From an optimization exercise on the open Yosys and OpenROAD flow, aimed at small area, a short achievable clock period and few clock cycles per item; shortcuts taken in it are not production practice.
RTL that was checked went through simulation tests only; none was proved equivalent to the original.

==> run F: inputs <==
Design linked_piece_set_table, start of the top module:
module linked_piece_set_table (
    input  logic        clk,
    input  logic        rst_n,
    input  logic        s_tvalid,
    output logic        s_tready,
    input  logic [15:0] s_tdata,
    output logic        m_tvalid,
    input  logic        m_tready,
    output logic [7:0]  m_tdata
);
==> module linked_piece_set_table, before the edit <==
module linked_piece_set_table (
    input  logic        clk,
    input  logic        rst_n,
    input  logic        s_tvalid,
    output logic        s_tready,
    input  logic [15:0] s_tdata,
    output logic        m_tvalid,
    input  logic        m_tready,
    output logic [7:0]  m_tdata
);
    localparam int N = 32;
    logic [13:0]  key_q [N];
    logic [N-1:0] valid_q;
    logic [N-1:0] valid_d;
    logic         i_valid;
    logic [1:0]   i_cmd;
    logic [13:0]  i_key;
    logic [2:0]   qv;           
    logic [6:0]   qd [3];
    logic         rdy_q;
    logic         accept;
    logic         pop;
    assign accept   = s_tvalid && rdy_q;
    assign pop      = qv[0] && m_tready;
    assign s_tready = rdy_q;
    always_ff @(posedge clk or negedge rst_n)
    begin
        if (!rst_n)
            i_valid <= 1'b0;
        else
            i_valid <= accept;
    end
    always_ff @(posedge clk)
    begin
        i_cmd <= s_tdata[1:0];
        i_key <= s_tdata[15:2];
    end
    logic [N-1:0] hit;
    logic [N-1:0] lowfree;
    logic         any_hit;
    logic         full;
    logic [4:0]   hit_idx;
    logic [4:0]   free_idx;
    always_comb
    begin
        for (int i = 0; i < N; i++)
            hit[i] = valid_q[i] && (key_q[i] == i_key);
    end
    assign any_hit = |hit;
    assign full    = &valid_q;
    assign lowfree[0] = !valid_q[0];
    for (genvar g = 1; g < N; g++)
    begin : g_lowfree
        assign lowfree[g] = !valid_q[g] && (&valid_q[g-1:0]);
    end
    always_comb
    begin
        hit_idx  = '0;
        free_idx = '0;
        for (int i = 0; i < N; i++)
        begin
            hit_idx  = hit_idx  | ({5{hit[i]}} & 5'(i));
            free_idx = free_idx | ({5{lowfree[i]}} & 5'(i));
        end
    end
    logic is_find, is_add, is_rem, is_clr;
    assign is_find = (i_cmd == 2'd0);
    assign is_add  = (i_cmd == 2'd1);
    assign is_rem  = (i_cmd == 2'd2);
    assign is_clr  = (i_cmd == 2'd3);
    logic [1:0] r_status;
    logic [4:0] r_slot;
    logic [6:0] r_data;
    always_comb
    begin
        r_status[1] = is_add && (any_hit || full);
        r_status[0] = ((is_find || is_rem) && !any_hit) || (is_add && !any_hit && full);
        if (is_add)
            r_slot = (any_hit || full) ? 5'd0 : free_idx;
        else if (is_clr)
            r_slot = 5'd0;
        else
            r_slot = hit_idx;
        r_data = {r_slot, r_status};
    end
    always_comb
    begin
        valid_d = valid_q;
        if (i_valid)
        begin
            if (is_clr)
                valid_d = '0;
            else if (is_rem)
                valid_d = valid_q & ~hit;
            else if (is_add && !any_hit)
                valid_d = valid_q | lowfree;
        end
    end
    always_ff @(posedge clk or negedge rst_n)
    begin
        if (!rst_n)
            valid_q <= '0;
        else
            valid_q <= valid_d;
    end
    always_ff @(posedge clk)
    begin
        for (int i = 0; i < N; i++)
            if (!valid_q[i])
                key_q[i] <= i_key;
    end
    logic [2:0] qv_d;
    always_comb
    begin
        if (pop)
            qv_d = {1'b0, qv[2:1]};
        else
            qv_d = qv;
        if (i_valid)
            qv_d = {qv_d[1:0], 1'b1};
    end
    always_ff @(posedge clk or negedge rst_n)
    begin
        if (!rst_n)
        begin
            qv    <= '0;
            rdy_q <= 1'b0;
        end
        else
        begin
            qv    <= qv_d;
            rdy_q <= !(qv_d[2] || (qv_d[1] && accept));
        end
    end
    always_ff @(posedge clk)
    begin
        if (pop)
        begin
            qd[0] <= qv[1] ? qd[1] : r_data;
            qd[1] <= qv[2] ? qd[2] : r_data;
            qd[2] <= r_data;
        end
        else
        begin
            if (!qv[0]) qd[0] <= r_data;
            if (!qv[1]) qd[1] <= r_data;
            if (!qv[2]) qd[2] <= r_data;
        end
    end
    assign m_tvalid = qv[0];
    assign m_tdata  = {1'b0, qd[0]};
endmodule
clock: 6.5 ns
lec_check: 0
cap_margin: 20
core_margin: 2
core_utilization: 40
cts_cluster_diameter: 100
cts_cluster_size: 30
setup_slack_margin: 4.0
slew_margin: 20
run.sh (not shown) runs the stock make flow with config.mk's settings and CLKGATE_MAP_FILE= SYNTH_SCRIPT=/design/flow/synth_recipe.tcl, a recipe that flattens the netlist after the stock synthesis.
==> run A: changes against run F <==
--- a/flow/design.v
+++ b/flow/design.v
@@ -28,7 +28,7 @@
     logic [N-1:0] valid_d;
     logic         i_valid;
     logic [1:0]   i_cmd;
-    logic [13:0]  i_key;
+    logic [N-1:0] i_match;
     logic [2:0]   qv;           
     logic [6:0]   qd [3];
     logic         rdy_q;
@@ -47,7 +47,8 @@
     always_ff @(posedge clk)
     begin
         i_cmd <= s_tdata[1:0];
-        i_key <= s_tdata[15:2];
+        for (int i = 0; i < N; i++)
+            i_match[i] <= (key_q[i] == s_tdata[15:2]);
     end
     logic [N-1:0] hit;
     logic [N-1:0] lowfree;
@@ -55,11 +56,7 @@
     logic         full;
     logic [4:0]   hit_idx;
     logic [4:0]   free_idx;
-    always_comb
-    begin
-        for (int i = 0; i < N; i++)
-            hit[i] = valid_q[i] && (key_q[i] == i_key);
-    end
+    assign hit     = valid_q & i_match;
     assign any_hit = |hit;
     assign full    = &valid_q;
     assign lowfree[0] = !valid_q[0];
@@ -120,8 +117,8 @@
     always_ff @(posedge clk)
     begin
         for (int i = 0; i < N; i++)
-            if (!valid_q[i])
-                key_q[i] <= i_key;
+            if (!valid_d[i])
+                key_q[i] <= s_tdata[15:2];
     end
     logic [2:0] qv_d;
     always_comb
- CORE_UTILIZATION: 40 -> 50
- PLACE_DENSITY: not set -> 0.75
- SETUP_SLACK_MARGIN: 4.0 -> 4.1
- TNS_END_PERCENT: not set -> 10
==> comparison table <==
| quantity | run F | run A |
|---|---|---|
| Clock sink count | 522 | 540 |
| Seq/total area | 53.8% | 62.1% |
| Endpoint of the worst register-to-register path | valid_q[13]$_DFFE_PN0P_ | key_q[18][13]$_DFFE_PN_ |
| Design area | 0.0284 sq mm | 0.0251 sq mm |
| Crit path largest cell delay | 0.49 ns | 0.48 ns |
| Number of detailed-route iterations in the first pass | 7 | 5 |
| Total stage count of the critical path | 11 | 8 |
| Met3 track demand over resource | 2.92% | 2.73% |
| Number of signal-net buffers in the layout | 251 | 101 |
| Post-synthesis compound-gate area fraction | 4.42% | 4.97% |
| Post-DP Area | 0.0240 sq mm | 0.0239 sq mm |
| Number of cells produced by synthesis | 1660 | 1592 |
| Status | finished clean | finished clean |
| Relative area change from synthesis to final layout | 21.9% | 9.13% |
| Reg clk slew, reported paths | 0.12 ns | 0.11 ns |
| Iter 0 DRT Violations | 1691 | 1327 |
| Footprint of the multi-input gates | 0.00822 sq mm | 0.00722 sq mm |
| Parity-gate share of the synthesized area counting xor and xnor cells | 16.9% | 17.1% |
| Actual slew at the worst max-slew pin | 0.986 ns | 0.953 ns |
| Simple-gate area share of the yosys netlist | 9.62% | 8.18% |
Testbench counts of run A, summed over its fixed seeds: cycles 24,016, items 24,000.
For run F, only the layout was checked, not whether the RTL still works.

## afterwards: timing with drivers on the ports
The flow's constraints put no driver on any port. The routed layouts listed below were extracted and timed again, unchanged, in two steps. Step 1, drivers: a clkbuf_16 drives clk and a buf_2 each remaining input, both assumed. Step 2 adds t to the input delays and takes it off the output delays; t is the mean of the earliest and latest rising clock arrival at the registers after step 1. Input paths then give back, and output paths get back, about the clock's delay inside the block. a / b / c = ideal ports / drivers / drivers and shift; a / b = the first two.
run | shift t [ns] | slack for setup (ns) | clock arrival spread, ns | worst register clock-pin slew, ns | worst slew at a driven data input, ns
run F | 0.641 | 3.528 / 3.528 / 3.313 | 0.032 / 0.031 | 0.12 / 0.12 | 0.06
run A | 0.616 | 4.011 / 3.961 / 3.531 | 0.014 / 0.014 | 0.12 / 0.12 | 0.05
After both steps setup and hold are still met in every run listed. For run A, which loses most, drivers alone change the setup slack by -0.050 ns; drivers and shift together by -0.480 ns.
